Source: an optimization exercise on an open RTL-to-GDS flow (aim: a short achievable clock period and few clock cycles). Production flows keep margins and buffers that such runs may drop.
In this exercise RTL edits were held to simulation tests only and were not proved equivalent to the original.
Power figures rest on the tool's default switching activity, not on a simulated workload.

<file path="flow/config.mk">
export PLATFORM = sky130hd
export DESIGN_NAME = rv_core
export DESIGN_NICKNAME = rv_core
export VERILOG_FILES = /design/flow/design.v
export SDC_FILE = /design/flow/constraint.sdc
export NUM_CORES = 4
export LEC_CHECK = 0
export CAP_MARGIN = 30
export CORE_MARGIN = 2
export CORE_UTILIZATION = 40
export SETUP_SLACK_MARGIN = 5
export SLEW_MARGIN = 30
</file>
<file path="flow/constraint.sdc">
create_clock -name core_clock -period 9.0 [get_ports {CLK}]
set_input_delay 1.8000 -clock core_clock [delete_from_list [all_inputs] [get_ports {CLK}]]
set_output_delay 1.8000 -clock core_clock [all_outputs]
set_load 0.01 [all_outputs]
</file>
<file path="flow/design.v">
package rv_isa_pkg;
    typedef enum logic [6:0] {
        OP_LOAD   = 7'b0000011,
        OP_IMM    = 7'b0010011,
        OP_AUIPC  = 7'b0010111,
        OP_STORE  = 7'b0100011,
        OP_REG    = 7'b0110011,
        OP_LUI    = 7'b0110111,
        OP_BRANCH = 7'b1100011,
        OP_JALR   = 7'b1100111,
        OP_JAL    = 7'b1101111,
        OP_HALT   = 7'h7F         
    } opcode_e;
    typedef enum logic [3:0] {
        ADD      = 4'h0,
        SLL      = 4'h1,
        SLT      = 4'h2,
        SLTU     = 4'h3,
        XOR      = 4'h4,
        SRL      = 4'h5,
        OR       = 4'h6,
        AND      = 4'h7,
        SUB      = 4'h8,
        SRA      = 4'hD,
        PASS_IMM = 4'hF           
    } alu_op_e;
    typedef enum logic [2:0] {
        NONE = 3'd0,
        EQ   = 3'd1,
        NE   = 3'd2,
        LT   = 3'd3,
        GE   = 3'd4,
        LTU  = 3'd5,
        GEU  = 3'd6,
        JUMP = 3'd7               
    } br_cond_e;
    typedef enum logic [1:0] {
        BYTE = 2'd0,              
        HALF = 2'd1,
        WORD = 2'd2
    } mem_size_e;
endpackage
package core_pipe_pkg;
    typedef logic [$clog2(32)-1:0] reg_idx_t;
    typedef struct packed {
        logic [32-1:0] pc;
        logic [31:0]      inst;
    } fetch_pkt_t;
    typedef struct packed {
        logic [32-1:0] pc;
        reg_idx_t         rs1;
        reg_idx_t         rs2;
        reg_idx_t         rd;
        logic             reg_we;
        logic [3:0]       alu_op;
        logic [2:0]       br_cond;
        logic [1:0]       mem_size;
        logic             load;
        logic             store;
        logic             load_unsigned;
        logic             use_imm;        
        logic             jalr;
        logic             halt;
        logic [32-1:0] rs1_val;        
        logic [32-1:0] rs2_val;
        logic [32-1:0] imm;
        logic [32-1:0] alu_imm;        
    } dec_pkt_t;
    typedef struct packed {
        logic [32-1:0] pc;
        reg_idx_t         rd;
        logic             reg_we;
        logic [32-1:0] alu_res;
        logic             load;
        logic [1:0]       mem_size;
        logic             load_unsigned;
        logic [1:0]       byte_off;
        logic             halt;
    } exe_pkt_t;
    typedef struct packed {
        logic             valid;
        reg_idx_t         rd;
        logic [32-1:0] data;
    } wb_t;
    typedef struct packed {
        logic             valid;
        logic [32-1:0] target;
    } redirect_t;
    typedef struct packed {
        logic [32-1:0] addr;
        logic [32-1:0] wdata;
        logic [3:0]       mask;           
        logic             re;
    } dmem_req_t;
    typedef struct packed {
        logic             valid;
        logic [32-1:0] pc;
    } retire_t;
endpackage
`timescale 1ns/10ps
module stage_reg #(
    parameter int W = 1                  
) (
    input  logic         CLK,
    input  logic         rst_n,
    input  logic         flush,
    input  logic         freeze,
    input  logic         in_valid,
    input  logic [W-1:0] in_data,
    output logic         out_valid,
    output logic [W-1:0] out_data
);
    always_ff @(posedge CLK) begin
        if (!rst_n) begin
            out_valid <= 1'b0;
        end else if (flush) begin
            out_valid <= 1'b0;           
        end else if (!freeze) begin
            out_valid <= in_valid;
        end
    end
    always_ff @(posedge CLK) begin
        if (!freeze) begin
            out_data <= in_data;         
        end
    end
endmodule
`timescale 1ns/10ps
import rv_isa_pkg::*;
import core_pipe_pkg::*;
module inst_decode (
    input  logic       CLK,
    input  logic       rst_n,
    input  logic       in_valid,
    input  core_pipe_pkg::fetch_pkt_t in_pkt,
    input  core_pipe_pkg::wb_t        wb,
    output core_pipe_pkg::dec_pkt_t   out_pkt
);
    logic [31:0]      inst;
    logic [6:0]       opcode;
    logic [2:0]       funct3;
    core_pipe_pkg::reg_idx_t rs1;
    core_pipe_pkg::reg_idx_t rs2;
    logic [32-1:0] imm_i;
    logic [32-1:0] imm_s;
    logic [32-1:0] imm_b;
    logic [32-1:0] imm_u;
    logic [32-1:0] imm_j;
    logic [32-1:0] rs1_val;
    logic [32-1:0] rs2_val;
    logic [32-1:0] regs [32];
    assign inst   = in_pkt.inst;
    assign opcode = inst[6:0];
    assign funct3 = inst[14:12];
    assign rs1    = inst[19:15];
    assign rs2    = inst[24:20];
    assign imm_i = {{(32-12){inst[31]}}, inst[31:20]};
    assign imm_s = {{(32-12){inst[31]}}, inst[31:25], inst[11:7]};
    assign imm_b = {{(32-13){inst[31]}}, inst[31], inst[7], inst[30:25], inst[11:8], 1'b0};
    assign imm_u = {inst[31:12], 12'b0};
    assign imm_j = {{(32-21){inst[31]}}, inst[31], inst[19:12], inst[20], inst[30:21], 1'b0};
    always_ff @(posedge CLK) begin
        if (rst_n && wb.valid) begin
            regs[wb.rd] <= wb.data;      
        end
    end
    assign rs1_val = (rs1 == '0) ? '0 : (wb.valid && wb.rd == rs1) ? wb.data : regs[rs1];
    assign rs2_val = (rs2 == '0) ? '0 : (wb.valid && wb.rd == rs2) ? wb.data : regs[rs2];
    always_comb begin
        out_pkt               = '0;
        out_pkt.pc            = in_pkt.pc;
        out_pkt.rs1           = rs1;
        out_pkt.rs2           = rs2;
        out_pkt.rd            = inst[11:7];
        out_pkt.alu_op        = ADD;
        out_pkt.br_cond       = NONE;
        out_pkt.mem_size      = funct3[1:0];
        out_pkt.load_unsigned = funct3[2];
        out_pkt.rs1_val       = rs1_val;
        out_pkt.rs2_val       = rs2_val;
        case (opcode)
            OP_LUI: begin
                out_pkt.reg_we  = 1'b1;
                out_pkt.alu_op  = PASS_IMM;
                out_pkt.imm     = imm_u;
                out_pkt.alu_imm = imm_u;
            end
            OP_AUIPC: begin
                out_pkt.reg_we  = 1'b1;
                out_pkt.alu_op  = PASS_IMM;
                out_pkt.imm     = imm_u;
                out_pkt.alu_imm = in_pkt.pc + imm_u;
            end
            OP_JAL, OP_JALR: begin
                out_pkt.reg_we  = 1'b1;
                out_pkt.alu_op  = PASS_IMM;
                out_pkt.br_cond = JUMP;
                out_pkt.jalr    = (opcode == OP_JALR);
                out_pkt.imm     = (opcode == OP_JALR) ? imm_i : imm_j;
                out_pkt.alu_imm = in_pkt.pc + 'd4;      
            end
            OP_BRANCH: begin
                out_pkt.imm = imm_b;
                case (funct3)
                    3'b000:  out_pkt.br_cond = EQ;
                    3'b001:  out_pkt.br_cond = NE;
                    3'b100:  out_pkt.br_cond = LT;
                    3'b101:  out_pkt.br_cond = GE;
                    3'b110:  out_pkt.br_cond = LTU;
                    3'b111:  out_pkt.br_cond = GEU;
                    default: out_pkt.br_cond = NONE;
                endcase
            end
            OP_LOAD: begin
                out_pkt.reg_we  = 1'b1;
                out_pkt.load    = 1'b1;
                out_pkt.use_imm = 1'b1;
                out_pkt.imm     = imm_i;
            end
            OP_STORE: begin
                out_pkt.store   = 1'b1;
                out_pkt.use_imm = 1'b1;
                out_pkt.imm     = imm_s;
            end
            OP_IMM: begin
                out_pkt.reg_we  = 1'b1;
                out_pkt.use_imm = 1'b1;
                out_pkt.imm     = imm_i;
                out_pkt.alu_op  = {(funct3 == 3'b101) & inst[30], funct3};
            end
            OP_REG: begin
                out_pkt.reg_we = 1'b1;
                out_pkt.alu_op = {inst[30], funct3};
            end
            OP_HALT: out_pkt.halt = 1'b1;
            default: ;
        endcase
        if (!in_valid) begin             
            out_pkt.reg_we  = 1'b0;
            out_pkt.load    = 1'b0;
            out_pkt.store   = 1'b0;
            out_pkt.halt    = 1'b0;
            out_pkt.br_cond = NONE;
        end
    end
endmodule
`timescale 1ns/10ps
import rv_isa_pkg::*;
import core_pipe_pkg::*;
module inst_execute (
    input  logic      in_valid,
    input  core_pipe_pkg::dec_pkt_t  in_pkt,
    input  core_pipe_pkg::wb_t       fwd,
    output core_pipe_pkg::exe_pkt_t  out_pkt,
    output core_pipe_pkg::dmem_req_t dmem_req,
    output core_pipe_pkg::redirect_t redirect
);
    logic [32-1:0] op_a;
    logic [32-1:0] rs2_val;
    logic [32-1:0] op_b;
    logic [32-1:0] alu_res;
    logic [32-1:0] mem_addr;
    logic [32-1:0] jump_target;
    logic [32-1:0] store_data;
    logic [3:0]       base_mask;
    logic [1:0]       mask_shift;
    logic             taken;
    logic             cmp_eq;
    logic             cmp_lt;
    logic             cmp_ltu;
    assign op_a    = (fwd.valid && fwd.rd == in_pkt.rs1) ? fwd.data : in_pkt.rs1_val;
    assign rs2_val = (fwd.valid && fwd.rd == in_pkt.rs2) ? fwd.data : in_pkt.rs2_val;
    assign op_b    = in_pkt.use_imm ? in_pkt.imm : rs2_val;
    always_comb begin
        case (in_pkt.alu_op)
            ADD:      alu_res = op_a + op_b;
            SUB:      alu_res = op_a - op_b;
            SLL:      alu_res = op_a << op_b[4:0];
            SLT:      alu_res = {{(32-1){1'b0}}, $signed(op_a) < $signed(op_b)};
            SLTU:     alu_res = {{(32-1){1'b0}}, op_a < op_b};
            XOR:      alu_res = op_a ^ op_b;
            SRL:      alu_res = op_a >> op_b[4:0];
            SRA:      alu_res = $signed(op_a) >>> op_b[4:0];
            OR:       alu_res = op_a | op_b;
            AND:      alu_res = op_a & op_b;
            PASS_IMM: alu_res = in_pkt.alu_imm;
            default:  alu_res = '0;
        endcase
    end
    assign cmp_eq  = (op_a == rs2_val);
    assign cmp_lt  = ($signed(op_a) < $signed(rs2_val));
    assign cmp_ltu = (op_a < rs2_val);
    always_comb begin
        case (in_pkt.br_cond)
            EQ:      taken = cmp_eq;
            NE:      taken = !cmp_eq;
            LT:      taken = cmp_lt;
            GE:      taken = !cmp_lt;
            LTU:     taken = cmp_ltu;
            GEU:     taken = !cmp_ltu;
            JUMP:    taken = 1'b1;
            default: taken = 1'b0;
        endcase
    end
    assign jump_target = in_pkt.jalr ? ((op_a + in_pkt.imm) & {{(32-1){1'b1}}, 1'b0})
                                     : (in_pkt.pc + in_pkt.imm);
    assign redirect.valid  = in_valid && (taken || in_pkt.halt);
    assign redirect.target = in_pkt.halt ? in_pkt.pc : jump_target;
    assign mem_addr = op_a + in_pkt.imm;
    always_comb begin
        case (in_pkt.mem_size)
            BYTE: begin
                store_data = {4{rs2_val[7:0]}};
                base_mask  = 4'b0001;
                mask_shift = mem_addr[1:0];
            end
            HALF: begin
                store_data = {2{rs2_val[15:0]}};
                base_mask  = 4'b0011;
                mask_shift = {mem_addr[1], 1'b0};    
            end
            default: begin
                store_data = rs2_val;
                base_mask  = 4'b1111;
                mask_shift = 2'b00;
            end
        endcase
    end
    assign dmem_req.addr  = mem_addr;
    assign dmem_req.wdata = store_data;
    assign dmem_req.mask  = (in_valid && in_pkt.store) ? (base_mask << mask_shift) : 4'b0000;
    assign dmem_req.re    = in_valid && in_pkt.load;
    always_comb begin
        out_pkt               = '0;
        out_pkt.pc            = in_pkt.pc;
        out_pkt.rd            = in_pkt.rd;
        out_pkt.reg_we        = in_pkt.reg_we;
        out_pkt.alu_res       = alu_res;
        out_pkt.load          = in_pkt.load;
        out_pkt.mem_size      = in_pkt.mem_size;
        out_pkt.load_unsigned = in_pkt.load_unsigned;
        out_pkt.byte_off      = mem_addr[1:0];       
        out_pkt.halt          = in_pkt.halt;
    end
endmodule
`timescale 1ns/10ps
import rv_isa_pkg::*;
import core_pipe_pkg::*;
module inst_result (
    input  logic             CLK,
    input  logic             rst_n,
    input  logic             in_valid,
    input  core_pipe_pkg::exe_pkt_t         in_pkt,
    input  logic [32-1:0] dmem_rdata,
    output core_pipe_pkg::wb_t              wb,
    output core_pipe_pkg::retire_t          retire,
    output logic             halt
);
    logic             halt_q;
    logic             live;
    logic [7:0]       byte_val;
    logic [15:0]      half_val;
    logic [32-1:0] load_val;
    assign live = in_valid && !halt_q;   
    assign byte_val = dmem_rdata[{in_pkt.byte_off, 3'b000} +: 8];
    assign half_val = in_pkt.byte_off[1] ? dmem_rdata[31:16] : dmem_rdata[15:0];
    always_comb begin
        case (in_pkt.mem_size)
            BYTE:    load_val = {{(32-8){byte_val[7] & !in_pkt.load_unsigned}}, byte_val};
            HALF:    load_val = {{(32-16){half_val[15] & !in_pkt.load_unsigned}}, half_val};
            default: load_val = dmem_rdata;
        endcase
    end
    assign wb.valid = live && in_pkt.reg_we && (in_pkt.rd != '0);
    assign wb.rd    = in_pkt.rd;
    assign wb.data  = in_pkt.load ? load_val : in_pkt.alu_res;
    assign retire.valid = live;
    assign retire.pc    = in_pkt.pc;
    always_ff @(posedge CLK) begin
        if (!rst_n) begin
            halt_q <= 1'b0;
        end else if (live && in_pkt.halt) begin
            halt_q <= 1'b1;              
        end
    end
    assign halt = halt_q;
endmodule
`timescale 1ns/10ps
module rv_core (
    input  logic             CLK,
    input  logic             rst_n,
    output logic [32-1:0] imem_addr,
    input  logic [32-1:0] imem_data,
    output logic [32-1:0] dmem_addr,
    output logic [32-1:0] dmem_wdata,
    output logic [3:0]       dmem_mask,
    output logic             dmem_re,
    input  logic [32-1:0] dmem_rdata,
    output logic             retire_valid,
    output logic [32-1:0] retire_pc,
    output logic             halt
);
    localparam int NB = 4;               
    logic [31:0]   pc_f;
    logic [NB-1:0] btb_v;
    logic [29:0]   btb_tag [NB];
    logic [31:0]   btb_tgt [NB];
    logic [1:0]    btb_rr;
    logic          bu_ins, bu_inv;            
    logic          bq_go, bq_taken0, bq_bhit, bq_jalr, bq_cond, bq_jrok;
    logic [1:0]    bu_idx;
    logic [29:0]   bu_tag;
    logic [31:0]   bu_tgt, pct_q;
    logic          d_valid;
    logic [31:0]   pc_d;
    logic [31:13]  d_hb_p1, d_hb_m1;         
    logic          d_bhit;                    
    logic [31:0]   d_ptgt;
    logic [1:0]    d_pidx;
    logic          d_use_hold;
    logic [31:0]   d_hold;
    logic          de_valid;
    logic [31:0]   de_pc, de_pc4;
    logic [31:0]   de_r1, de_r2, de_imm;
    logic [31:0]   de_k1, de_k2;              
    logic          de_kok, de_jp;
    logic [31:12]  de_av_hi;                  
    logic          de_a_m, de_a_ml, de_a_wl;  
    logic          de_b_m, de_b_ml, de_b_wl;
    logic [4:0]    de_rd;
    logic          de_we;
    logic          de_load, de_store, de_brj, de_jalr, de_halt;
    logic          de_rt, de_rf;              
    logic [2:0]    de_f3;
    logic          de_sub, de_sra;
    logic          de_s_rra, de_s_rrs, de_s_mra, de_s_mrs;              
    logic          de_s_rma, de_s_rms, de_s_mma;
    logic [10:0]   de_op;                     
    logic [6:0]    de_bc;                     
    logic          de_bhit;
    logic [1:0]    de_pidx;
    logic          em_valid;
    logic [31:0]   em_pc;
    logic          em_we;
    logic [4:0]    em_rd;
    logic [31:0]   em_res;
    logic          em_load;
    logic [2:0]    em_f3;
    logic [1:0]    em_boff;
    logic [31:0]   dq_addr, dq_wdata;
    logic [3:0]    dq_mask;
    logic          dq_re;
    logic          mw_we;
    logic [4:0]    mw_rd;
    logic [31:0]   mw_res;
    logic          mw_load;
    logic [2:0]    mw_f3;
    logic [1:0]    mw_boff;
    logic          halt_q;
    logic [31:0]   regs [1:31];
    assign imem_addr    = pc_f;
    assign dmem_addr    = dq_addr;
    assign dmem_wdata   = dq_wdata;
    assign dmem_mask    = dq_mask;
    assign dmem_re      = dq_re;
    assign retire_valid = em_valid;
    assign retire_pc    = em_pc;
    assign halt         = halt_q;
    logic [31:0] w_val, ld_val;
    logic [7:0]  w_byte;
    logic [15:0] w_half;
    assign w_byte = dmem_rdata[{mw_boff, 3'b000} +: 8];
    assign w_half = mw_boff[1] ? dmem_rdata[31:16] : dmem_rdata[15:0];
    always_comb begin
        case (mw_f3)
            3'd0:    ld_val = {{24{w_byte[7]}}, w_byte};
            3'd1:    ld_val = {{16{w_half[15]}}, w_half};
            3'd4:    ld_val = {24'b0, w_byte};
            3'd5:    ld_val = {16'b0, w_half};
            default: ld_val = dmem_rdata;
        endcase
    end
    assign w_val = mw_load ? ld_val : mw_res;
    always_ff @(posedge CLK) begin
        if (!rst_n) begin
            mw_we <= 1'b0;
        end else begin
            mw_we <= em_valid & em_we;
        end
        mw_rd   <= em_rd;
        mw_res  <= em_res;
        mw_load <= em_load;
        mw_f3   <= em_f3;
        mw_boff <= em_boff;
        if (mw_we) regs[mw_rd] <= w_val;
    end
    logic          stall;
    logic          e_go;
    logic [31:0]   a, b, sum, agu, alu, pct;
    logic          lt, ltu, eq, cond, jr_ok, e_redirect, e_halt, taken;
    logic [31:0]   redir_tgt;
    assign stall = de_valid & (de_a_ml | de_a_wl | de_b_ml | de_b_wl);
    assign e_go  = de_valid & ~(de_a_ml | de_a_wl | de_b_ml | de_b_wl);
    assign a = de_a_m ? em_res : de_r1;
    assign b = de_b_m ? em_res : de_r2;
    function automatic logic [31:0] ks_add(input logic [31:0] x, input logic [31:0] y,
                                           input logic ci);
        logic [31:0] g, t, p, h, tt, r;
        g = x & y;
        t = x | y;
        p = x ^ y;
        g[0] = g[0] | (p[0] & ci);
        t[0] = t[0] | ci;
        h[0]  = g[0];
        tt[0] = 1'b1;
        for (int i = 1; i < 32; i++) begin
            h[i]  = g[i] | g[i-1];
            tt[i] = t[i-1] & ((i >= 2) ? t[i-2] : 1'b1);
        end
        for (int d = 2; d < 32; d = d * 2) begin
            for (int i = 31; i >= d; i--) begin
                h[i]  = h[i] | (tt[i] & h[i-d]);
                tt[i] = tt[i] & tt[i-d];
            end
        end
        r[0] = p[0] ^ ci;
        for (int i = 1; i < 32; i++) r[i] = p[i] ^ (t[i-1] & h[i-1]);
        ks_add = r;
    endfunction
    function automatic logic [2:0] cmp3(input logic [31:0] x, input logic [31:0] y);
        logic [30:0] l, e;
        logic        se;
        l = ~x[30:0] & y[30:0];
        e = ~(x[30:0] ^ y[30:0]);
        for (int d = 1; d < 31; d = d * 2) begin
            for (int i = 30; i >= d; i--) begin
                l[i] = l[i] | (e[i] & l[i-d]);
                e[i] = e[i] & e[i-d];
            end
        end
        se = ~(x[31] ^ y[31]);
        cmp3 = {se & e[30], (x[31] & ~y[31]) | (se & l[30]), (~x[31] & y[31]) | (se & l[30])};
    endfunction
    logic [31:0] s_rra, s_rrs, s_mra, s_mrs, s_rma, s_rms, s_mma, agu_r, agu_m;
    logic [2:0]  c_rr, c_mr, c_rm, c_mm, cmpv;
    logic        ok_r, ok_m;
    assign s_rra = ks_add(de_r1, de_r2, 1'b0);
    assign s_rrs = ks_add(de_r1, ~de_r2, 1'b1);
    assign s_mra = ks_add(em_res, de_r2, 1'b0);
    assign s_mrs = ks_add(em_res, ~de_r2, 1'b1);
    assign s_rma = ks_add(de_r1, em_res, 1'b0);
    assign s_rms = ks_add(de_r1, ~em_res, 1'b1);
    assign s_mma = ks_add(em_res, em_res, 1'b0);
    assign c_rr  = cmp3(de_r1, de_r2);
    assign c_mr  = cmp3(em_res, de_r2);
    assign c_rm  = cmp3(de_r1, em_res);
    assign c_mm  = cmp3(em_res, em_res);
    assign agu_r = ks_add(de_r1, de_imm, 1'b0);
    assign agu_m = ks_add(em_res, de_imm, 1'b0);
    assign ok_r  = (de_r1 == de_k1) | (de_r1 == de_k2);
    assign ok_m  = (em_res == de_k1) | (em_res == de_k2);
    always_comb begin
        case ({de_a_m, de_b_m})
            2'b00:   cmpv = c_rr;
            2'b10:   cmpv = c_mr;
            2'b01:   cmpv = c_rm;
            default: cmpv = c_mm;
        endcase
    end
    assign sum = ({32{de_s_rra}} & s_rra) | ({32{de_s_rrs}} & s_rrs) |
                 ({32{de_s_mra}} & s_mra) | ({32{de_s_mrs}} & s_mrs) |
                 ({32{de_s_rma}} & s_rma) | ({32{de_s_rms}} & s_rms) | ({32{de_s_mma}} & s_mma);
    assign eq  = cmpv[2];
    assign lt  = cmpv[1];
    assign ltu = cmpv[0];
    assign agu = de_a_m ? agu_m : agu_r;
    assign pct = de_pc + de_imm;
    logic signed [31:0] a_s, sra;
    assign a_s = a;
    assign sra = a_s >>> b[4:0];
    assign alu = sum |
                 ({32{de_op[1]}} & (a << b[4:0])) |
                 ({32{de_op[2]}} & {31'b0, lt}) |
                 ({32{de_op[3]}} & {31'b0, ltu}) |
                 ({32{de_op[4]}} & (a ^ b)) |
                 ({32{de_op[5]}} & (de_sra ? sra : (a >> b[4:0]))) |
                 ({32{de_op[6]}} & (a | b)) |
                 ({32{de_op[7]}} & (a & b)) |
                 ({32{de_op[8]}} & de_imm) |
                 ({32{de_op[9]}} & pct) |
                 ({32{de_op[10]}} & de_pc4);
    function automatic logic bcond(input logic [6:0] bc, input logic [2:0] c);
        bcond = (bc[0] & c[2]) | (bc[1] & ~c[2]) | (bc[2] & c[1]) | (bc[3] & ~c[1]) |
                (bc[4] & c[0]) | (bc[5] & ~c[0]) | bc[6];
    endfunction
    logic cd_rr, cd_mr, cd_rm, cd_mm;
    assign cd_rr = bcond(de_bc, c_rr);
    assign cd_mr = bcond(de_bc, c_mr);
    assign cd_rm = bcond(de_bc, c_rm);
    assign cd_mm = bcond(de_bc, c_mm);
    always_comb begin
        case ({de_a_m, de_b_m})
            2'b00:   cond = cd_rr;
            2'b10:   cond = cd_mr;
            2'b01:   cond = cd_rm;
            default: cond = cd_mm;
        endcase
    end
    assign jr_ok = (de_bhit | de_jp) & de_kok & (de_a_m ? ok_m : ok_r);
    assign e_redirect = e_go & ((de_brj & (cond ? de_rt : de_rf)) | (de_jalr & ~jr_ok));
    assign e_halt     = e_go & de_halt;
    assign taken      = (de_brj & cond) | de_jalr;
    logic [31:0] st_data;
    logic [3:0]  st_mask;
    always_comb begin
        case (de_f3[1:0])
            2'd0: begin st_data = {4{b[7:0]}};  st_mask = 4'b0001 << agu[1:0]; end
            2'd1: begin st_data = {2{b[15:0]}}; st_mask = 4'b0011 << {agu[1], 1'b0}; end
            default: begin st_data = b; st_mask = 4'b1111; end
        endcase
    end
    always_ff @(posedge CLK) begin
        if (!rst_n) begin
            em_valid <= 1'b0;
            dq_re    <= 1'b0;
            dq_mask  <= 4'b0000;
            halt_q   <= 1'b0;
        end else begin
            em_valid <= e_go;
            dq_re    <= e_go & de_load;
            dq_mask  <= (e_go & de_store) ? st_mask : 4'b0000;
            if (e_halt) halt_q <= 1'b1;
        end
        dq_addr  <= agu;
        dq_wdata <= st_data;
        em_pc    <= de_pc;
        em_we    <= de_we;
        em_rd    <= de_rd;
        em_res   <= alu;
        em_load  <= de_load;
        em_f3    <= de_f3;
        em_boff  <= agu[1:0];
    end
    logic [NB-1:0] f_hitv;
    logic          f_hit;
    logic [31:0]   f_tgt;
    logic [1:0]    f_idx;
    logic          d_redirect;
    logic [31:0]   d_tgt;
    always_comb begin
        f_tgt = '0;
        for (int i = 0; i < NB; i++) begin
            f_hitv[i] = btb_v[i] && (btb_tag[i] == pc_f[31:2]);
            f_tgt = f_tgt | ({32{f_hitv[i]}} & btb_tgt[i]);
        end
    end
    assign f_hit = |f_hitv;
    assign f_idx = {f_hitv[2] | f_hitv[3], f_hitv[1] | f_hitv[3]};
    logic [31:0] pc_nrm, pc_ct, pc_cf, pc_jr, pc_next;
    assign pc_nrm  = d_redirect ? d_tgt : stall ? pc_f : f_hit ? f_tgt : pc_f + 32'd4;
    assign pc_jr   = jr_ok ? pc_nrm : {agu[31:1], 1'b0};
    assign pc_ct   = (e_go & de_jalr) ? pc_jr : (e_go & de_brj & de_rt) ? pct : pc_nrm;
    assign pc_cf   = (e_go & de_jalr) ? pc_jr : (e_go & de_brj & de_rf) ? de_pc4 : pc_nrm;
    assign pc_next = cond ? pc_ct : pc_cf;
    always_ff @(posedge CLK) begin
        if (!rst_n) begin
            pc_f <= 32'h0000_0000;
        end else begin
            pc_f <= pc_next;
        end
    end
    always_ff @(posedge CLK) begin
        if (!rst_n) begin
            bq_go <= 1'b0;
        end else begin
            bq_go <= e_go;
        end
        bq_taken0 <= de_brj;
        bq_bhit   <= de_bhit;
        bq_jalr   <= de_jalr;
        bq_cond   <= cond;
        bq_jrok   <= jr_ok;
        bu_idx <= de_pidx;
        bu_tag <= de_pc[31:2];
        pct_q  <= pct;
    end
    assign bu_tgt = bq_jalr ? {dq_addr[31:1], 1'b0} : pct_q;
    assign bu_ins = bq_go & ((bq_taken0 & bq_cond) | bq_jalr) & ~bq_bhit;
    assign bu_inv = bq_go & bq_bhit & (bq_jalr ? ~bq_jrok : ~bq_cond);
    always_ff @(posedge CLK) begin
        if (!rst_n) begin
            btb_v  <= '0;
            btb_rr <= '0;
        end else begin
            if (bu_inv) btb_v[bu_idx] <= 1'b0;
            if (bu_ins) begin
                btb_v[btb_rr] <= 1'b1;
                btb_rr        <= btb_rr + 2'd1;
            end
        end
        if (bu_ins) begin
            btb_tag[btb_rr] <= bu_tag;
            btb_tgt[btb_rr] <= bu_tgt;
        end
    end
    logic [31:0] inst;
    logic [6:0]  opc;
    logic [2:0]  f3;
    logic [4:0]  rs1, rs2, rd;
    logic [31:0] imm_i, imm_s, imm_b, imm_u, imm_j, d_imm;
    logic        o_lui, o_auipc, o_jal, o_jalr, o_br, o_ld, o_st, o_imm, o_reg, o_halt;
    logic        use1, use2, d_we, tnext, d_sub, d_add;
    logic        m1, w1, x1, m2, w2, x2;
    logic [31:0] r1, r2, rf1, rf2, d_pc4;
    assign inst = d_use_hold ? d_hold : imem_data;
    assign opc  = inst[6:0];
    assign f3   = inst[14:12];
    assign rs1  = inst[19:15];
    assign rs2  = inst[24:20];
    assign rd   = inst[11:7];
    assign imm_i = {{20{inst[31]}}, inst[31:20]};
    assign imm_s = {{20{inst[31]}}, inst[31:25], inst[11:7]};
    assign imm_b = {{19{inst[31]}}, inst[31], inst[7], inst[30:25], inst[11:8], 1'b0};
    assign imm_u = {inst[31:12], 12'b0};
    assign imm_j = {{11{inst[31]}}, inst[31], inst[19:12], inst[20], inst[30:21], 1'b0};
    assign o_lui   = opc == 7'b0110111;
    assign o_auipc = opc == 7'b0010111;
    assign o_jal   = opc == 7'b1101111;
    assign o_jalr  = opc == 7'b1100111;
    assign o_br    = opc == 7'b1100011;
    assign o_ld    = opc == 7'b0000011;
    assign o_st    = opc == 7'b0100011;
    assign o_imm   = opc == 7'b0010011;
    assign o_reg   = opc == 7'b0110011;
    assign o_halt  = opc == 7'h7F;
    always_comb begin
        d_imm = imm_i;
        if (o_st) d_imm = imm_s;
        if (o_br) d_imm = imm_b;
        if (o_lui | o_auipc) d_imm = imm_u;
        if (o_jal) d_imm = imm_j;
    end
    assign d_pc4 = pc_d + 32'd4;
    assign tnext = (o_br & imm_b == 32'd4) | (o_jal & imm_j == 32'd4);
    logic        fjal, fbbr, cb, cbb, cbj;
    logic [12:0] tb_lo, tbb_lo, tbj_lo;
    assign fjal  = imem_data[6:0] == 7'b1101111 && imem_data[19:12] == {8{imem_data[31]}};
    assign fbbr  = imem_data[6:0] == 7'b1100011 && imem_data[31];
    assign {cbj, tbj_lo} = {1'b0, pc_d[12:0]} +
                           {1'b0, imem_data[31], imem_data[20], imem_data[30:21], 1'b0};
    assign {cbb, tbb_lo} = {1'b0, pc_d[12:0]} +
                           {1'b0, imem_data[31], imem_data[7], imem_data[30:25], imem_data[11:8], 1'b0};
    assign cb    = imem_data[2] ? cbj : cbb;
    assign tb_lo = imem_data[2] ? tbj_lo : tbb_lo;
    logic        fjalr, cjr, d_jpred;
    logic [11:0] tjr_lo;
    assign fjalr = imem_data[6:0] == 7'b1100111 && imem_data[19:15] == de_rd && de_we &&
                   de_valid && de_op[9];
    assign {cjr, tjr_lo} = {1'b0, de_pc[11:0]} + {1'b0, imem_data[31:20]};
    assign d_jpred = d_valid & ~d_use_hold & ~stall & ~d_bhit & fjalr & (cjr == imem_data[31]);
    assign d_redirect = (d_valid & ~d_use_hold & ~stall & ~d_bhit & (fjal | fbbr) &
                         ~(fjal & imem_data[31:12] == 20'h00400)) | d_jpred;
    assign d_tgt      = (imem_data[2] & ~imem_data[3]) ? {de_av_hi, tjr_lo[11:1], 1'b0}
                                     : {imem_data[31] ? (cb ? pc_d[31:13] : d_hb_m1)
                                                      : (cb ? d_hb_p1 : pc_d[31:13]), tb_lo};
    assign d_sub = o_reg & f3 == 3'd0 & inst[30];
    assign d_add = (o_reg | o_imm) & f3 == 3'd0;
    assign use1 = o_jalr | o_br | o_ld | o_st | o_imm | o_reg;
    assign use2 = o_br | o_st | o_reg;
    assign d_we = (o_lui | o_auipc | o_jal | o_jalr | o_ld | o_imm | o_reg) & (rd != 5'd0);
    assign m1 = use1 & de_valid & de_we & (de_rd == rs1);
    assign w1 = use1 & em_valid & em_we & (em_rd == rs1);
    assign x1 = use1 & mw_we & (mw_rd == rs1);
    assign m2 = use2 & de_valid & de_we & (de_rd == rs2);
    assign w2 = use2 & em_valid & em_we & (em_rd == rs2);
    assign x2 = use2 & mw_we & (mw_rd == rs2);
    assign rf1 = (rs1 == 5'd0) ? 32'd0 : regs[rs1];
    assign rf2 = (rs2 == 5'd0) ? 32'd0 : regs[rs2];
    assign r1  = w1 ? em_res : x1 ? w_val : rf1;
    assign r2  = ~use2 ? d_imm : w2 ? em_res : x2 ? w_val : rf2;
    always_ff @(posedge CLK) begin
        if (!rst_n) begin
            d_valid    <= 1'b0;
            d_use_hold <= 1'b0;
        end else begin
            d_use_hold <= stall;
            if (e_redirect | e_halt | halt_q | d_redirect) d_valid <= 1'b0;
            else if (!stall) d_valid <= 1'b1;
        end
        if (stall) d_hold <= inst;
        if (!stall) begin
            pc_d    <= pc_f;
            d_hb_p1 <= pc_f[31:13] + 19'd1;
            d_hb_m1 <= pc_f[31:13] - 19'd1;
            d_bhit <= f_hit;
            d_ptgt <= f_tgt;
            d_pidx <= f_idx;
        end
    end
    always_ff @(posedge CLK) begin
        if (!rst_n) begin
            de_valid <= 1'b0;
        end else if (e_redirect | e_halt | halt_q) begin
            de_valid <= 1'b0;
        end else if (!stall) begin
            de_valid <= d_valid;
        end
        if (stall) begin
            if (de_a_m)  de_r1 <= em_res;
            if (de_a_wl) de_r1 <= w_val;
            de_a_m  <= 1'b0;
            de_a_wl <= de_a_ml;
            de_a_ml <= 1'b0;
            if (de_b_m)  de_r2 <= em_res;
            if (de_b_wl) de_r2 <= w_val;
            de_s_rra <= de_s_rra | de_s_mra | de_s_rma | de_s_mma;
            de_s_rrs <= de_s_rrs | de_s_mrs | de_s_rms | (de_sub & de_a_m & de_b_m);
            de_s_mra <= 1'b0;
            de_s_mrs <= 1'b0;
            de_s_rma <= 1'b0;
            de_s_rms <= 1'b0;
            de_s_mma <= 1'b0;
            de_b_m  <= 1'b0;
            de_b_wl <= de_b_ml;
            de_b_ml <= 1'b0;
        end else begin
            de_pc    <= pc_d;
            de_pc4   <= d_pc4;
            de_r1    <= r1;
            de_r2    <= r2;
            de_imm   <= d_imm;
            de_k1    <= d_jpred ? {de_av_hi, de_pc[11:0]}
                                : d_ptgt - {{20{imem_data[31]}}, imem_data[31:20]};
            de_k2    <= d_jpred ? {de_av_hi, de_pc[11:0]}
                                : {d_ptgt[31:1], 1'b1} - {{20{imem_data[31]}}, imem_data[31:20]};
            de_av_hi <= pc_d[31:12] + inst[31:12];
            de_jp    <= d_jpred;
            de_kok   <= ~d_use_hold;
            de_a_m   <= m1 & ~de_load;
            de_a_ml  <= m1 & de_load;
            de_a_wl  <= ~m1 & w1 & em_load;
            de_b_m   <= m2 & ~de_load;
            de_b_ml  <= m2 & de_load;
            de_b_wl  <= ~m2 & w2 & em_load;
            de_rd    <= rd;
            de_we    <= d_we;
            de_load  <= o_ld;
            de_store <= o_st;
            de_brj   <= (o_br | o_jal) & ~tnext;
            de_jalr  <= o_jalr;
            de_halt  <= o_halt;
            de_rt    <= ~d_bhit & ~d_redirect;
            de_rf    <= d_bhit | d_redirect;
            de_f3    <= f3;
            de_sub   <= d_sub;
            de_sra   <= (o_reg | o_imm) & f3 == 3'd5 & inst[30];
            de_s_rra <= d_add & ~d_sub & ~(m1 & ~de_load) & ~(m2 & ~de_load);
            de_s_rrs <= d_add & d_sub & ~(m1 & ~de_load) & ~(m2 & ~de_load);
            de_s_mra <= d_add & ~d_sub & (m1 & ~de_load) & ~(m2 & ~de_load);
            de_s_mrs <= d_add & d_sub & (m1 & ~de_load) & ~(m2 & ~de_load);
            de_s_rma <= d_add & ~d_sub & ~(m1 & ~de_load) & (m2 & ~de_load);
            de_s_rms <= d_add & d_sub & ~(m1 & ~de_load) & (m2 & ~de_load);
            de_s_mma <= d_add & ~d_sub & (m1 & ~de_load) & (m2 & ~de_load);
            de_op[0] <= (o_reg | o_imm) & f3 == 3'd0;
            de_op[1] <= (o_reg | o_imm) & f3 == 3'd1;
            de_op[2] <= (o_reg | o_imm) & f3 == 3'd2;
            de_op[3] <= (o_reg | o_imm) & f3 == 3'd3;
            de_op[4] <= (o_reg | o_imm) & f3 == 3'd4;
            de_op[5] <= (o_reg | o_imm) & f3 == 3'd5;
            de_op[6] <= (o_reg | o_imm) & f3 == 3'd6;
            de_op[7] <= (o_reg | o_imm) & f3 == 3'd7;
            de_op[8] <= o_lui;
            de_op[9] <= o_auipc;
            de_op[10] <= o_jal | o_jalr;
            de_bc[0] <= o_br & f3 == 3'd0;
            de_bc[1] <= o_br & f3 == 3'd1;
            de_bc[2] <= o_br & f3 == 3'd4;
            de_bc[3] <= o_br & f3 == 3'd5;
            de_bc[4] <= o_br & f3 == 3'd6;
            de_bc[5] <= o_br & f3 == 3'd7;
            de_bc[6] <= o_jal;
            de_bhit  <= d_bhit;
            de_pidx  <= d_pidx;
        end
    end
endmodule
</file>
<file path="flow/flow/run.sh">
#!/bin/bash
set -euo pipefail
REPAIR_MARGIN=6.0
export BUFFER_PORTS_ARGS="-buffer_cell sky130_fd_sc_hd__buf_4"
here=$(pwd)
# standard synthesis, unchanged
bash standard.sh synth > "$here/log_synth.txt" 2>&1
# the rest of the standard layout with a different repair target
sed -E "s/SETUP_SLACK_MARGIN=[-0-9.]+/SETUP_SLACK_MARGIN=${REPAIR_MARGIN}/" standard.sh > flow_std.sh
grep -q "SETUP_SLACK_MARGIN=${REPAIR_MARGIN}" flow_std.sh
for step in floorplan place cts route finish; do
  bash flow_std.sh $step > "$here/log_$step.txt" 2>&1
done
test -f out/final.def
</file>
<file path="flow/standard.sh">
#!/bin/bash
# synth_recipe.tcl (not shown) runs the flow's synth.tcl, then flattens the netlist and writes it again
# the make line also repeats each setting of config.mk as NAME=value (left out here)
make -C /OpenROAD-flow-scripts/flow DESIGN_CONFIG=/design/flow/config.mk WORK_HOME=/design/flow/orfs CLKGATE_MAP_FILE= SYNTH_SCRIPT=/design/flow/synth_recipe.tcl "${@:-finish}"
</file>
==> flow_summary.yaml <==
yosys:
  synth.distinct_cells: 110
  synth_ff_type: "edfxtp_1"
  synth_seq_cells: 1940
  ys_top_cells_by_area: "edfxtp_1 (41%), nand2_1 (8.0%), ha_1 (7.4%)"
  synth_area_um2: 117500
  syn_inst: 12610
  synth_top_area_share: 0.4072
  synth.avg_cell_area_um2: 9.322
  syn-num-nets: 13380
  ys_warn_count: 1
  async_reset_ff_frac: 0
  synth_edf_count: 1594
  yosys.area.top_type: "edfxtp_1"
  ys_seq_area_frac: 0.4662
finish:
  final_nets: 14710
  layout-drive-gt1-share: 0.2972
  final_cell_count_no_fill: 18090
  finish.instance_area_um2: 163100
  area_growth_pct: 38.80
  finalCoreUtilization: 0.5567
floorplanning:
  start_util: 0.4011
  die_x_um: 546.1
  io_pins: 201
  core-area_um2: 293100
  dieArea_um2: 298200
  die_h_um: 546.1
  placementRows: 199
route:
  drt_iter0_drc: 22610
  wire_per_inst_um: 37.67
  post_drt_via_cell_ratio: 6.720
  firstDrtPassIters: 9
  ant_nets: 0
  vias: 121500
  wl_um: 681300
  drc_errors: 0
sta:
  worst_pin_slew_ps: 1164
  timing.final.crit_share: 0.4977
  finalCriticalPeriod_ps: 4479
  tns_ps: 0
  maxSlewHeadroom: 0.2158
  postLayoutSetupSlackWorst_ps: 4521
  fin_skew_ps: 113.2
  rsz0062_at_grt: "true"
  hold_violations: 0
  fmax_mhz: 223.3
  whs_ps: 331.8
  setup_viol: 0
  drv_slew: 0
critical_path:
  cp-end-kind: "flip-flop"
  critPathTopFamily: "compound AO/OA/AOI/OAI gates"
  arrival_ps: 5320
  worstPathRequired_ps: 9840
  worstPathMaxFanout: 8
  critPathBufInv: 1
  cpMaxStageDelayCell: "or4_4"
  cpPeakStageDelay_ps: 570
  worstPathCellList: "inv_1, ha_2, or4_4, a311oi_4, o31ai_4, o211ai_1, a21oi_2, o41a_1, o31ai_4, a21oi_2, xnor2_1, a221oi_1, o21ai_1, a2111o_1"
  worst-setup-path-type: "reg -> reg"
  setup.worst_path.start_class: "flip-flop"
cts:
  cts-buffers-inserted: 215
  clockRootBuffer: "clkbuf_16"
  holdBufCountCts: 0
  cts_max_path_buffers: 4
  cts.reportedPaths.clkPinSlew_ps: 70
  insertion_delay_ps: 970
  htree_levels: 4
  clock_sink_count: 1940
  cts_tree: "built"
power:
  total_power_mw: 31.16
  ir_drop_v: 0.0001619
  p_per_area_nw_per_um2: 191.0
  p_leak_nw: 62.40
place:
  placed_cell_area_um2: 125100
  dp_slack_ps: 2567
  io_buffers: 200
  gp_congestion: 1.082
  dp_cells: 16280
  hpwl_um: 388400
global_routing:
  grt_start_max_net_pins: 76
  grt_pass1_vias: 108500
  gr-total-overflow: 0
  grt_antenna_before_repair: 64
  grt_use_total: 0.4254
  grt_pass1_wl_um: 890400
flow_run:
  max_cap_viol_count: 0
run_status:
  status: "complete, no violations"
hold_path:
  hp-class: "reg -> reg"
-- sequential cells by signal (all words and copies together) (netlist names), 19 cells and up --
name      count
em_pc        31
em_res       32
dq_wdata     32
btb_tag     120
mw_res       32
de_r2        32
de_pc        32
d_hb_m1      19
de_k1        32
de_pc4       30
btb_tgt     128
de_r1        32
de_av_hi     20
pc_f         32
pc_d         32
dq_addr      32
pct_q        32
d_hold       32
de_k2        32
de_imm       32
regs        992
d_ptgt       32
-- cell usage in the layout (no fill, tap or decap), drive strengths merged, types with 160 or more instances in the layout --
master,Yosys,layout
nand2,2504,2504
buf,183,1812
edfxtp,1594,1594
nand3,1023,1023
nor2,832,832
ha,692,692
a21oi,628,628
o21ai,532,533
xnor2,464,464
inv,424,393
dfxtp,346,346
a311oi,337,337
clkbuf,640,318
xor2,191,191
nor3,184,184
and3,176,176
mux2i,160,160
-- Yosys cell counts (63+ instances only) --
master,number
buf_1,108
a21oi_1,622
nor3_1,184
nand4_1,104
dfxtp_1,346
a31oi_1,95
a21o_1,71
nand3_1,1023
ha_1,692
a311oi_1,336
o211ai_1,145
mux2i_1,159
nand2b_1,63
a211oi_1,117
nor4_1,92
nor2_1,831
buf_2,65
inv_1,420
xnor2_1,464
nand2_1,2504
o21ai_0,515
clkbuf_1,640
xor2_1,191
edfxtp_1,1594
mux2_2,68
and3_1,176
o31ai_1,63
-- worst paths after layout --
path / from / slack, ps / endpoint / cells past startpoint
worst min register to register: em_f3[0]$_DFF_P_ / 330 / mw_f3[0]$_DFF_P_ / 0
worst min-delay path: em_f3[0]$_DFF_P_ / 330 / mw_f3[0]$_DFF_P_ / 0
worst max-delay path: de_r2[3]$_DFF_P_ / 4520 / em_res[30]$_DFF_P_ / 14
worst max register to register: de_r2[3]$_DFF_P_ / 4520 / em_res[30]$_DFF_P_ / 14
-- repair_timing --
| item | 4_1_cts | 5_1_grt |
|---|---|---|
| gates resized for setup | 2601 | 945 |
| pin swaps | 633 | 517 |
| hold endpoints to repair | 0 | 0 |
| endpoints found under the setup margin | 1598 | 1277 |
| setup buffers | 768 | 364 |
| gates cloned | 180 | 52 |
-- kinds of logic after synthesis --
logic type               count (synthesis)  share of synthesized area
AND/OR/NAND/NOR                       5215                     0.1952
AO/OA/AOI/OAI                         2618                     0.1528
flip-flops                            1940                     0.4662
buffers and inverters                 1248                    0.04093
adder cells (fa/ha/maj)                704                    0.07571
XOR/XNOR                               655                    0.04881
multiplexers                           229                    0.02044
-- report_power, final --
part | switching [mW] | total [mW] | internal [mW] | leakage (nW)
Combinational | 6.67 | 11.0 | 4.32 | 40.6
Sequential | 0.670 | 11.1 | 10.5 | 18.4
Clock | 4.02 | 9.02 | 5.01 | 3.42
Total | 11.4 | 31.2 | 19.8 | 62.4
-- metal layers --
layer | track usage | vias to the layer above | routed length (um)
met1 | 0.5168 | 58380 | 228500
li1 | - | 48700 | -
met2 | 0.6007 | 11170 | 272100
met5 | 0 | - | 361
met3 | 0.1543 | 3258 | 107200
met4 | 0.3510 | 46 | 73240
-- layout make-up --
| class | instances | area, um^2 |
|---|---|---|
| Fill cell | 24520 | 129900 |
| Multi-Input combinational cell | 9433 | 69350 |
| Sequential cell | 1940 | 55170 |
| Timing Repair Buffer | 1901 | 24260 |
| Clock buffer | 280 | 5933 |
| Tap cell | 3919 | 4903 |
| Inverter | 425 | 2042 |
| Clock inverter | 116 | 1069 |
| Timing Repair inverter | 28 | 314.1 |
| Antenna cell | 44 | 110.1 |
Testbench counts, summed over its fixed seeds: cycles 18,349.

==> afterwards: timing with drivers on the ports <==
In the flow no input, the clock included, has a driving cell. The finished layout below was timed again as built, in two steps.
Step 1: set_driving_cell puts a clkbuf_16 on CLK and a buf_2 on each other input, an assumption about the parent block.
Step 2 also shifts input and output timing later by t, the mid clock arrival at the registers, as if the neighbouring blocks saw the same clock.
a / b / c = ideal / step 1 / step 2; a / b = the first two.
t (ns): 1.026
setup WS [ns]: 4.521 / 4.521 / 3.809
worst data-port slew with drivers (ns): 0.30
After both steps this run still meets setup and hold. For this run, drivers alone change the setup slack by 0.000 ns; drivers and shift together by -0.712 ns.
